What follows belongs to an exercise in optimizing a design on an open flow for small area, a short achievable clock period and few clock cycles; a production flow would make more cautious choices. In this exercise RTL edits were held to simulation tests only and were not proved equivalent to the original. Power is estimated from default activity; no workload was simulated.

==> design/flow/design.v <==
package ram_hs_pkg;
  localparam int CNT_W           = 4;
  localparam int MAX_WAIT_STATES = (1 << CNT_W) - 1;
  function automatic bit wait_states_ok(input int ws);
    wait_states_ok = (ws >= 0) && (ws <= MAX_WAIT_STATES);
  endfunction
endpackage
module ram_hs_array
#(
  parameter int WIDTH  = 8,
  parameter int ADDR_W = 8
) (
  input  logic                 clk,
  input  logic [31:0]          nlo_h,     
  input  logic [15:0]          nwrow,     
  input  logic [15:0]          wsel_h,    
  input  logic [15:0]          wsel_l,    
  input  logic [15:0]          nrow,      
  input  logic [WIDTH-1:0]     wdata_n,   
  input  logic                 wr,        
  output logic [4*WIDTH-1:0]   grp_r      
);
  localparam int DEPTH = 1 << ADDR_W;
  logic [WIDTH-1:0] mem_r [DEPTH];
  logic [WIDTH-1:0] row_s [16];
  logic [WIDTH-1:0] grp_s [4];
  for (genvar i = 0; i < DEPTH; i++) begin : g_word
    logic en, en_n;
    assign en   = !(nwrow[i / 16] || nlo_h[(i / 128) * 16 + i % 16]);
    assign en_n = !(wsel_h[i / 16] && wsel_l[i % 16]);
    always_ff @(posedge clk) begin
      mem_r[i] <= ~((wdata_n | {WIDTH{en_n}}) & (mem_r[i] | {WIDTH{en}}));
    end
  end
  always_comb begin
    for (int r = 0; r < 16; r++) begin
      row_s[r] = {WIDTH{1'b1}};
      for (int l = 0; l < 16; l++)
        row_s[r] = row_s[r] & (mem_r[r * 16 + l] | {WIDTH{nlo_h[(r / 8) * 16 + l]}});
    end
    for (int g = 0; g < 4; g++) begin
      grp_s[g] = (g == 0) ? (wdata_n | {WIDTH{!wr}}) : {WIDTH{1'b1}};
      for (int m = 0; m < 4; m++)
        grp_s[g] = grp_s[g] & (row_s[g * 4 + m] | {WIDTH{nrow[g * 4 + m]}});
    end
  end
  always_ff @(posedge clk) begin
    for (int g = 0; g < 4; g++) grp_r[g*WIDTH +: WIDTH] <= grp_s[g];
  end
endmodule
module ram_hs
#(
  parameter int WIDTH       = 8,
  parameter int ADDR_W      = 8,
  parameter int WAIT_STATES = 2
) (
  input  logic              clk,
  input  logic              reset,
  input  logic              req,
  input  logic              we,
  input  logic [ADDR_W-1:0] adr,
  input  logic [WIDTH-1:0]  writedata,
  output logic [WIDTH-1:0]  memdata,
  output logic              ready,
  output logic              busy
);
  generate
    if (!ram_hs_pkg::wait_states_ok(WAIT_STATES)) begin : g_bad_wait_states
      $error("ram_hs: WAIT_STATES must be within 0..15");
    end
    if (ADDR_W != 8) begin : g_bad_adr_w
      $error("ram_hs: the array is built for ADDR_W 8");
    end
  endgenerate
  logic              clr_r, v_r, we_r, par_r, par_s, wr_s;
  logic              v2_r, ready_r;
  logic [WIDTH-1:0]  wdata_n_r, memdata_r, rd_s;
  logic [31:0]       nlo_h_r;
  logic [15:0]       nwrow_r, wsel_h_r, wsel_l_r;
  logic [15:0]       nrow_r;
  logic [4*WIDTH-1:0] grp_r;
  assign par_s = clr_r ? 1'b0 : !par_r;
  always_ff @(posedge clk) par_r <= par_s;
  assign wr_s = req && we;
  always_ff @(posedge clk) begin
    clr_r <= reset;
    v_r   <= req && !reset;
    we_r  <= we;
    wdata_n_r <= reset ? {WIDTH{1'b1}} : (writedata ^ {WIDTH{par_s}});
  end
  always_ff @(posedge clk) begin
    for (int f = 0; f < 2; f++)
      for (int l = 0; l < 16; l++)
        nlo_h_r[f*16 + l] <= !(reset || (adr[7] == 1'(f) && adr[3:0] == 4'(l)));
    for (int h = 0; h < 16; h++) begin
      nwrow_r[h]  <= !(reset || (wr_s && adr[7:4] == 4'(h)));
      wsel_h_r[h] <= reset || (wr_s && adr[7:4] == 4'(h));
      wsel_l_r[h] <= reset || adr[3:0] == 4'(h);
    end
    for (int r = 0; r < 16; r++) nrow_r[r] <= we || adr[7:4] != 4'(r);
  end
  ram_hs_array #(
    .WIDTH  (WIDTH),
    .ADDR_W (ADDR_W)
  ) u_array (
    .clk     (clk),
    .nlo_h   (nlo_h_r),
    .nwrow   (nwrow_r),
    .wsel_h  (wsel_h_r),
    .wsel_l  (wsel_l_r),
    .nrow    (nrow_r),
    .wdata_n (wdata_n_r),
    .wr      (we_r),
    .grp_r   (grp_r)
  );
  always_ff @(posedge clk) v2_r <= v_r && !reset;
  always_comb begin
    rd_s = {WIDTH{1'b1}};
    for (int g = 0; g < 4; g++) rd_s = rd_s & grp_r[g*WIDTH +: WIDTH];
  end
  always_ff @(posedge clk) begin
    ready_r   <= v2_r && !reset;
    memdata_r <= rd_s ^ {WIDTH{!par_r}};
  end
  assign memdata = memdata_r;
  assign ready   = ready_r;
  assign busy    = 1'b0;
endmodule
==> design/flow/flow/run.sh <==
#!/bin/bash
# Layout: the standard flow, with timing repair asked to leave 5.4 ns of
# setup slack at the 8 ns clock (the settings list caps that margin at 5).
# make's output goes to standard.log; ORFS's own per-step logs stay under orfs/logs.
set -euo pipefail
export SETUP_SLACK_MARGIN=5.4
bash standard.sh > standard.log 2>&1
==> design/flow/standard.sh <==
#!/bin/bash
# synth_recipe.tcl (not shown) runs the flow's synth.tcl, then flattens the netlist and writes it again
# the make line also repeats each setting of config.mk as NAME=value (left out here)
make -C /OpenROAD-flow-scripts/flow DESIGN_CONFIG=/design/flow/config.mk WORK_HOME=/design/flow/orfs CLKGATE_MAP_FILE= SYNTH_SCRIPT=/design/flow/synth_recipe.tcl "${@:-finish}"
==> design/flow/config.mk <==
export PLATFORM = sky130hd
export DESIGN_NAME = ram_hs
export DESIGN_NICKNAME = ram_hs
export VERILOG_FILES = /design/flow/design.v
export SDC_FILE = /design/flow/constraint.sdc
export NUM_CORES = 4
export LEC_CHECK = 0
export CAP_MARGIN = 20
export CORE_MARGIN = 2
export CORE_UTILIZATION = 75
export CTS_CLUSTER_DIAMETER = 90
export CTS_CLUSTER_SIZE = 28
export SLEW_MARGIN = 20
==> design/flow/constraint.sdc <==
create_clock -name core_clock -period 8.0 [get_ports {clk}]
set_input_delay 1.6000 -clock core_clock [delete_from_list [all_inputs] [get_ports {clk}]]
set_output_delay 1.6000 -clock core_clock [all_outputs]
set_load 0.01 [all_outputs]
==> impl_metrics.yaml, run 1 <==
status:
  status: "finished clean"
finish:
  fin_nets: 6679
  syn2layout_area_growth_pct: 3.70
  drive_gt1_share_pct: 3.97
  fin_area_sq_mm: 0.0745
grt:
  overflow: 0
  grt_start_max_net_pins: 151
  grt_pass1_wl_microns: 368000
  track_usage_pct: 48.3
  antenna_found_initial: 14
  grt_pass1_vias: 59500
worst_setup_path:
  required_ns: 6.40
  path_class: "reg -> out"
  path_buf_inv: 1
  cp_max_fo: 1
  worstPathArrival_ns: 1.21
  start_kind: "register"
  r2r_setup_slack_ns: 5.35
  crit_path_end_kind: "primary output"
  cp_slowest_cell: "dfxtp_2"
  crit_family: "flip-flops"
  slowest_delay_ns: 0.38
  cp_cell_sequence: "buf_6"
synthesis:
  synthTopCellsByArea: "dfxtp_1 (61%), o22ai_1 (25%), nor2_1 (2.6%), clkbuf_1 (2.2%), nand2_1 (1.6%)"
  syn_area_sq_mm: 0.0719
  yosys_register_bits: 2198
  netlist.area_leader.share_pct: 61.2
  yosysSeqAreaShare_pct: 61.2
  yosysUniqueCellTypes: 32
  syn_nets: 7111
  postSynthAreaPerCell_sq_um: 10.1
  synth_area_leader_cell: "dfxtp_1"
  netlist_instances: 7091
  yosysWarnings: 5
die:
  dieArea_sq_mm: 0.0983
  core-area_sq_mm: 0.0950
  fp.dieW_microns: 314
  placementRows: 113
  die_height_microns: 314
  top_level_ports: 30
  start_util_pct: 75.6
power_and_ir_drop:
  leakagePower_nw: 26.9
  power_w: 0.0243
  power_density_mw_per_mm2: 326
  peakVddDrop_uv: 247
timing:
  setup_tns_ns: 0
  skew_ns: 0.0356
  fin_crit_sh_pct: 35.1
  max_freq_ghz: 0.356
  worst_pin_slew_ns: 1.30
  min_period_ns: 2.81
  finalMaxSlewViolations: 0
  maxSlewHeadroom_pct: 13.6
  rsz0062_at_grt: "true"
  finalHoldViolations: 0
  setup_violations: 0
cts:
  root_buffer: "clkbuf_16"
  clock_sinks: 2198
  ctsLongestPathBuffers: 3
  insertion_delay_ns: 0.73
  h-tree-depth: 3
  cts_made_buffers: 88
  clk_pin_slew_worst_paths_ns: 0.10
  cts_tree: "yes"
placement:
  numPortBuffers: 28
  dpl_cell_area_sq_mm: 0.0718
  dp_hpwl_microns: 148000
  routabilityCongestion: 0.956
drt:
  vias: 65200
  drc: 0
  drt-initial-drc-count: 12100
  final_antenna_net_count: 0
  vias_per_cell: 8.20
  wl_per_cell_microns: 31.3
  firstDrtPassIters: 11
  wl_microns: 249000
job:
  cap_violations: 0
worst_hold_path:
  min_path_type: "reg -> reg"
[cell usage in the layout (no fill, tap or decap), drive strengths merged, types with 20 or more instances in the layout]
cell    Yosys  final
a31oi     120    120
nor4       66     66
nor2      502    502
o221ai    102    102
buf       196     75
nand2     302    302
o22ai    2876   2876
a21o       21     21
dfxtp    2198   2198
clkbuf    419     98
o22a      102    102
inv        17     20
nor3       96     96
[worst reg2reg max path, delay by kind of cell, from the launching register on]
kind                   cells  cell delay [ns]
DFF                        1             0.74
and+or+nand+nor            2             0.72
AOI/OAI and AO/OA          3             0.57
buffers and inverters      1             0.51
[flip-flops by register name, indices dropped and copies added, names as in the netlist]
name and flops:
clr_r 1, memdata_r 8, nlo_h_r 32, nrow_r 16, nwrow_r 16, par_r 1, ready_r 1, u_array.grp_r 32
u_array.mem_r 2048, v2_r 1, v_r 1, wdata_n_r 8, we_r 1, wsel_h_r 16, wsel_l_r 16
[metrics by stage]
stage	setup WS [ns]	hold slack [ns]	util, %	instances
after global routing	5.19	0.470	78.4	7935
after global placement	4.74	0.436	75.6	7828
after floorplan	5.40	0.414	-	7091
final	5.19	0.456	78.4	7949
after CTS	5.18	0.460	78.2	7930
after detailed placement	4.66	0.424	75.6	7828
[cell type report]
type / instances / area, sq um
tap: 1265 / 1580
timing repair buffer: 93 / 1030
sequential: 2198 / 44200
fill: 6411 / 20500
multi-input combinational: 4261 / 25300
clock buffer: 98 / 2350
inverter: 17 / 63.8
antenna: 14 / 35.0
clock inverter: 3 / 33.8
[worst paths after layout]
kind | startpoint | endpoint | depth (start not counted)
max | memdata_r[6]$_DFF_P_ | memdata[6] | 1
min | v2_r$_DFF_P_ | ready_r$_DFF_P_ | 1
max reg2reg | nlo_h_r[31]$_DFF_P_ | u_array.grp_r[18]$_DFF_P_ | 6
min reg2reg | v2_r$_DFF_P_ | ready_r$_DFF_P_ | 1
[synthesized netlist by cell type, drive strengths merged]
master / count
o22ai: 2876
dfxtp: 2198
nor2: 502
clkbuf: 419
nand2: 302
buf: 196
a31oi: 120
o221ai: 102
o22a: 102
nor3: 96
nor4: 66
a21o: 21
inv: 17
nor2b: 13
a31o: 10
nand2b: 9
nand4: 8
or4: 8
xnor2: 8
xor2: 8
nand3: 4
nor3b: 2
a41o: 1
and3b: 1
conb: 1
or2: 1
[report_power, final]
part / internal, W / total, W / switching [W] / leakage (nW)
clock: 0.00211 / 0.00541 / 0.00330 / 1.17
sequential: 0.0132 / 0.0149 / 0.00174 / 18.5
combinational: 0.00179 / 0.00394 / 0.00216 / 7.20
total: 0.0171 / 0.0243 / 0.00719 / 26.9
[timing repair]
item,4_1_cts,5_1_grt
hold buffers,0,0
endpoints found under the setup margin,36,46
buffers inserted,1,5
gates resized for setup,65,35
[routing by layer]
metal | global-route usage [%] | part of all wire, %
met1 | 64.1 | 36
met2 | 69.3 | 42
met3 | 14.7 | 15
met4 | 29.6 | 7.2
met5 | 0 | 0.055
[cells by family after synthesis]
family / Yosys count / synth area share (%)
compound gates: 3232 / 28.9
flops: 2198 / 61.2
xor+xnor: 16 / 0.195
buf+inv: 632 / 3.64
simple gates: 1012 / 6.00
other cells: 1 / 0.00522
Testbench counts, summed over its fixed seeds: cycles 12,024.
==> inputs of run 2 (changes only) <==
--- a/design/flow/config.mk
+++ b/design/flow/config.mk
@@ -8,5 +8,5 @@
 export CAP_MARGIN = 20
 export CORE_MARGIN = 2
-export CORE_UTILIZATION = 75
+export CORE_UTILIZATION = 60
 export CTS_CLUSTER_DIAMETER = 90
 export CTS_CLUSTER_SIZE = 28
==> impl_metrics.yaml, run 2 <==
synthesis:
  synth_area_leader_cell: "dfxtp_1"
  synthFlopType: "dfxtp_1"
  yosys-mux-area-fraction_pct: 0
  synthAdderAreaFrac_pct: 0
  yosys_register_bits: 2198
  netlist.area_leader.share_pct: 61.2
  yosys.area_share.simple_pct: 6.00
  syn_area_sq_mm: 0.0719
  synth_top_family_by_area: "compound AO/OA/AOI/OAI gates"
  synth-compound-area-share_pct: 28.9
  yosysSeqAreaShare_pct: 61.2
  synth_xor_area_share_pct: 0.195
  netlist_instances: 7091
  postSynthAreaPerCell_sq_um: 10.1
  synth_edf_count: 0
  synth_commonest_cells: "o22ai_1 (2,876), dfxtp_1 (2,198), nor2_1 (501)"
  syn_nets: 7111
  async_reset_ff_share_pct: 0
  post-synth-top-count-cell: "o22ai_1"
  synthTopCellsByArea: "dfxtp_1 (61%), o22ai_1 (25%), nor2_1 (2.6%), clkbuf_1 (2.2%), nand2_1 (1.6%)"
  yosysUniqueCellTypes: 32
  yosysWarnings: 5
die:
  top_level_ports: 30
  start_util_pct: 60.7
  die_height_microns: 350
  placementRows: 126
  core-area_sq_mm: 0.118
  dieArea_sq_mm: 0.123
  fp.dieW_microns: 350
worst_setup_path:
  path_buf_inv: 1
  path_class: "reg -> out"
  cp_slowest_cell: "dfxtp_1"
  crit_path_end_kind: "primary output"
  slowest_delay_ns: 0.32
  r2r_setup_slack_ns: 5.36
  reg2reg_depth: 5
  critPathLaunch: "ready_r$_DFF_P_"
  required_ns: 6.40
  crit_family: "flip-flops"
  worst_r2r_startpoint: "nlo_h_r[6]$_DFF_P_"
  critPathCapture: "ready"
  start_kind: "register"
  worstPathArrival_ns: 1.18
  cp_max_fo: 1
  rr_endpoint: "u_array.grp_r[10]$_DFF_P_"
  path_depth: 1
  cp_cell_sequence: "buf_2"
cts:
  insertion_delay_ns: 0.76
  root_buffer: "clkbuf_16"
  clock_sinks: 2198
  ctsLongestPathBuffers: 3
  cts_made_buffers: 88
  cts_tree: "yes"
  clk_pin_slew_worst_paths_ns: 0.11
  h-tree-depth: 3
job:
  cap_violations: 0
timing:
  skew_ns: 0.0292
  setup_violations: 0
  worst_pin_slew_ns: 1.28
  fin_crit_sh_pct: 34.8
  maxSlewHeadroom_pct: 14.4
  min_period_ns: 2.78
  setup_tns_ns: 0
  finalHoldViolations: 0
  max_freq_ghz: 0.360
  finalMaxSlewViolations: 0
  rsz0062_at_grt: "true"
placement:
  numPortBuffers: 28
  dp_hpwl_microns: 161000
  routabilityCongestion: 0.936
drt:
  met3WireLength_microns: 32300
  final_antenna_net_count: 0
  drt-initial-drc-count: 9586
  highest_layer: "met5"
  drc: 0
  vias: 63600
  dr_wl_met2_microns: 113000
  wl_met1_microns: 108000
  wl_microns: 266000
  vias_per_cell: 7.66
  firstDrtPassIters: 6
  wl_per_cell_microns: 32.0
finish:
  largest_reg_flops: 2048
  utilization_pct: 63.5
  reg.largest.list: "u_array.mem_r x2048, nlo_h_r x32, u_array.grp_r x32"
  final_cell_mix: "o22ai_1 (2,876), dfxtp_1 (2,138), nor2_1 (501), nand2_1 (302), a31oi_1 (120)"
  drive_gt1_share_pct: 4.40
  syn2layout_area_growth_pct: 4.65
  regMostFlops: "u_array.mem_r"
  final_common_cell: "o22ai_1"
  fin_nets: 6705
grt:
  grt_pass1_vias: 58700
  track_usage_pct: 41.5
  overflow: 0
  antenna_found_initial: 9
  grt_pass1_wl_microns: 386000
  grt_start_max_net_pins: 145
power_and_ir_drop:
  peakVddDrop_uv: 239
  leakagePower_nw: 27.0
  power_density_mw_per_mm2: 324
worst_hold_path:
  hold_start: "v2_r$_DFF_P_"
  min_path_type: "reg -> reg"
status:
  status: "finished clean"
-- run 2: where the power goes --
part | total (W) | internal (W) | switching, W
Sequential | 0.0148 | 0.0132 | 0.00163
Combinational | 0.00408 | 0.00180 | 0.00228
Clock | 0.00547 | 0.00207 | 0.00339
Total | 0.0243 | 0.0170 | 0.00730
-- run 2: worst min-delay path by stage --
stage	cells after the start	endpoint	slack (ns)
after CTS	1	ready_r$_DFF_P_	0.46
after detailed placement	1	ready_r$_DFF_P_	0.44
final	1	ready_r$_DFF_P_	0.46
after global routing	1	ready_r$_DFF_P_	0.47
after floorplan	1	ready_r$_DFF_P_	0.41
after global placement	1	ready_r$_DFF_P_	0.43
-- run 2: final cells by class --
type	count	area [sq um]
inverters	17	63.8
clock buffers	98	2300
multi-input cells	4261	25300
fillers	9927	43200
well taps	1600	2000
repair buffers	119	1290
clock inverters	4	42.5
diodes	11	27.5
flip-flops and latches	2198	44200
-- run 2: stage by stage --
stage               hold slack [ns]  instance area, sq um  worst slack (ns)  power (W)  cells
floorplan                     0.414                 71900              5.40     0.0173   7091
global placement              0.433                 72400              4.72     0.0187   8184
detailed placement            0.437                 72400              4.72     0.0188   8185
CTS                           0.461                 74900              5.19     0.0241   8291
global route                  0.468                 75200              5.17     0.0251   8297
finish                        0.460                 75200              5.22     0.0243   8308
-- run 2: layer usage --
metal / GRT usage [%] / vias to the layer above
met3: 9.38 / 736
met5: 0 / -
met2: 60.6 / 4358
met4: 19.1 / 8
li1: - / 27100
met1: 58.6 / 31400
-- run 2: repair_timing --
item / 4_1_cts / 5_1_grt
gates resized for setup: 72 / 36
buffers inserted: 4 / 6
setup endpoints to repair: 154 / 112
hold buffers: 0 / 0
-- run 2: cells by family (layout without fill, tap and decap cells) --
kind of cell	Yosys count	after routing
xor+xnor	16	16
compound gates	3232	3232
buf+inv	632	238
other cells	1	12
flops	2198	2198
simple gates	1012	1012
==> inputs of run 3 (changes only) <==
==> design/flow/flow/run.sh (replaced) <==
#!/bin/bash
# Layout: the standard flow, with timing repair asked to leave 5.5 ns of
# setup slack at the 8 ns clock (the settings list caps that margin at 5).
# make's output goes to standard.log; ORFS's own per-step logs stay under orfs/logs.
set -euo pipefail
export SETUP_SLACK_MARGIN=5.5
bash standard.sh > standard.log 2>&1
--- a/design/flow/config.mk
+++ b/design/flow/config.mk
@@ -8,5 +8,5 @@
 export CAP_MARGIN = 20
 export CORE_MARGIN = 2
-export CORE_UTILIZATION = 60
+export CORE_UTILIZATION = 65
 export CTS_CLUSTER_DIAMETER = 90
 export CTS_CLUSTER_SIZE = 28
==> impl_metrics.yaml, run 3 <==
finish:
  final_common_cell: "o22ai_1"
  final_cell_mix: "o22ai_1 (2,876), dfxtp_1 (2,136), nor2_1 (501), nand2_1 (302), a31oi_1 (120)"
  regMostFlops: "u_array.mem_r"
  nFillCells: 8752
  drive_gt1_share_pct: 4.38
  fin_nets: 6702
  largest_reg_flops: 2048
  reg.largest.list: "u_array.mem_r x2048, nlo_h_r x32, u_array.grp_r x32"
  syn2layout_area_growth_pct: 4.54
synthesis:
  post-synth-top-count-cell: "o22ai_1"
  syn_area_sq_mm: 0.0719
  netlist_instances: 7091
  syn_nets: 7111
  yosysWarnings: 5
  yosys.area_share.simple_pct: 6.00
  async_reset_ff_share_pct: 0
  synthTopCellsByArea: "dfxtp_1 (61%), o22ai_1 (25%), nor2_1 (2.6%), clkbuf_1 (2.2%), nand2_1 (1.6%)"
  netlist.area_leader.share_pct: 61.2
  yosys_register_bits: 2198
  synthFlopType: "dfxtp_1"
  synth_edf_count: 0
  postSynthAreaPerCell_sq_um: 10.1
  yosysUniqueCellTypes: 32
  synthAdderAreaFrac_pct: 0
  synth_commonest_cells: "o22ai_1 (2,876), dfxtp_1 (2,198), nor2_1 (501)"
  yosysSeqAreaShare_pct: 61.2
  synth_area_leader_cell: "dfxtp_1"
  synth-compound-area-share_pct: 28.9
  synth_xor_area_share_pct: 0.195
  yosys-mux-area-fraction_pct: 0
  synth_top_family_by_area: "compound AO/OA/AOI/OAI gates"
placement:
  numPortBuffers: 28
  routabilityCongestion: 0.963
  dp_hpwl_microns: 157000
die:
  top_level_ports: 30
  fp.dieW_microns: 336
  dieArea_sq_mm: 0.113
  die_height_microns: 336
  placementRows: 121
  start_util_pct: 65.7
  core-area_sq_mm: 0.109
power_and_ir_drop:
  power_density_mw_per_mm2: 324
  peakVddDrop_uv: 238
  leakagePower_nw: 27.1
  power_w: 0.0243
worst_setup_path:
  start_kind: "register"
  crit_path_end_kind: "primary output"
  worst_r2r_startpoint: "nlo_h_r[12]$_DFF_P_"
  cp_cell_sequence: "buf_6"
  cp_max_fo: 1
  slowest_delay_ns: 0.34
  path_buf_inv: 1
  required_ns: 6.40
  r2r_setup_slack_ns: 5.47
  rr_endpoint: "u_array.grp_r[15]$_DFF_P_"
  path_class: "reg -> out"
  crit_family: "flip-flops"
  path_depth: 1
  cp_slowest_cell: "dfxtp_2"
  reg2reg_depth: 6
  worstPathArrival_ns: 1.18
grt:
  overflow: 0
  track_usage_pct: 44.2
  grt_pass1_wl_microns: 380000
  antenna_found_initial: 23
  grt_start_max_net_pins: 159
  grt_pass1_vias: 58400
timing:
  setup_tns_ns: 0
  rsz0062_at_grt: "true"
  maxSlewHeadroom_pct: 9.19
  worst_pin_slew_ns: 1.36
  skew_ns: 0.0226
  min_period_ns: 2.78
  finalHoldViolations: 0
  setup_violations: 0
  finalMaxSlewViolations: 0
  fin_crit_sh_pct: 34.7
  max_freq_ghz: 0.360
cts:
  hold_buffers: 0
  cts_tree: "yes"
  clk_pin_slew_worst_paths_ns: 0.10
  insertion_delay_ns: 0.74
  root_buffer: "clkbuf_16"
  h-tree-depth: 3
  clock_sinks: 2198
  ctsLongestPathBuffers: 3
  cts_made_buffers: 88
drt:
  firstDrtPassIters: 6
  wl_microns: 263000
  vias_per_cell: 7.88
  drc: 0
  final_antenna_net_count: 0
  drt-initial-drc-count: 10200
  wl_per_cell_microns: 32.1
  vias: 64500
worst_hold_path:
  hold_depth: 1
  hold_start: "v2_r$_DFF_P_"
  holdPathEnd: "ready_r$_DFF_P_"
  min_path_type: "reg -> reg"
status:
  status: "finished clean"
job:
  cap_violations: 0
==> run 3: cell counts after synthesis <==
No cell type changed its count.
==> run 3: worst reg2reg max path: stages (launching register included) <==
cell      delay [ns]
dfxtp_4         0.59
buf_8           0.41
o22a_1          0.19
o221ai_1        0.12
nor3_1          0.49
a31oi_1         0.37
nor4_1          0.30
==> run 3: power breakdown <==
group	leakage [nW]	internal [W]	total [W]	switching, W
clock network	1.15	0.00207	0.00543	0.00336
registers	18.5	0.0132	0.0148	0.00167
logic	7.38	0.00181	0.00407	0.00226
==> run 3: logic make-up (layout without fill, tap and decap cells) <==
group | Yosys count | after routing
other | 1 | 21
AND/OR/NAND/NOR | 1012 | 1012
buffers and inverters | 632 | 233
XOR/XNOR | 16 | 16
flip-flops | 2198 | 2198
AO/OA/AOI/OAI | 3232 | 3232
==> run 3: layout make-up <==
type                            instances  area (sq um)  area share (%)
Inverter                               17          63.8          0.0849
Clock inverter                          4          42.5          0.0566
Multi-Input combinational cell       4261         25300            33.7
Sequential cell                      2198         44200            58.8
Timing Repair Buffer                  116          1370            1.82
Clock buffer                           96          2300            3.06
Tap cell                             1476          1850            2.46
Antenna cell                           20          50.0          0.0666
==> run 3: routing by layer <==
layer	share of wire (%)	track usage [%]	up-vias
met5	0.047	0	-
met3	14	13.1	907
met2	42	62.5	5032
met4	5.4	21.4	20
li1	-	-	27100
met1	39	61.7	31400
==> run 3: worst max path at each step <==
stage	startpoint	to	slack, ns
global route	memdata_r[1]$_DFF_P_	memdata[1]	5.19
detailed placement	we	nwrow_r[12]$_DFF_P_	4.78
finish	memdata_r[7]$_DFF_P_	memdata[7]	5.22
floorplan	adr[5]	nwrow_r[14]$_DFF_P_	5.52
global placement	we	nwrow_r[12]$_DFF_P_	4.82
CTS	memdata_r[2]$_DFF_P_	memdata[2]	5.20
==> run 3: repair_timing <==
| action | 4_1_cts | 5_1_grt |
|---|---|---|
| resized for setup | 66 | 43 |
| setup buffers | 6 | 8 |
| pin swaps | 0 | 0 |
| setup endpoints to repair | 38 | 92 |
==> run 3: metrics by stage <==
stage	worst slack (ns)	utilization, %	instance area (sq um)	hold WS [ns]	std cells
floorplan	5.52	-	71900	0.414	7091
global placement	4.82	66.0	72200	0.442	8053
detailed placement	4.78	66.1	72200	0.435	8053
CTS	5.20	68.4	74700	0.458	8159
global route	5.19	68.7	75100	0.473	8169
finish	5.22	68.7	75100	0.459	8188

[separate check: timing with driven ports]
No port has a modelled driver above. Below, the same layouts with a new extraction and two added sets of constraints.
Step 1 assumes that a clkbuf_16 drives the clock port and a buf_2 every other input.
Step 2 moves the port delays by t, midway between the first and last clock arrival at a register: inputs arrive t later, outputs are due t later. That takes back most of the time a late clock gives input paths.
Three values: ideal ports, drivers, drivers and shift; two values: the first two.
| run | t, ns | slack for setup (ns) | worst setup path after step 2 | worst register clock-pin slew, ns |
|---|---|---|---|---|
| run 1 | 0.795 | 5.190 / 5.109 / 4.716 | input to register | 0.11 / 0.11 |
| run 2 | 0.824 | 5.219 / 5.134 / 4.749 | input to register | 0.11 / 0.11 |
| run 3 | 0.802 | 5.221 / 5.146 / 4.837 | input to register | 0.11 / 0.11 |
After both steps setup and hold are still met in every run listed. The setup slack of run 1, which loses most, moves by -0.081 ns with the drivers and by -0.474 ns with both steps.
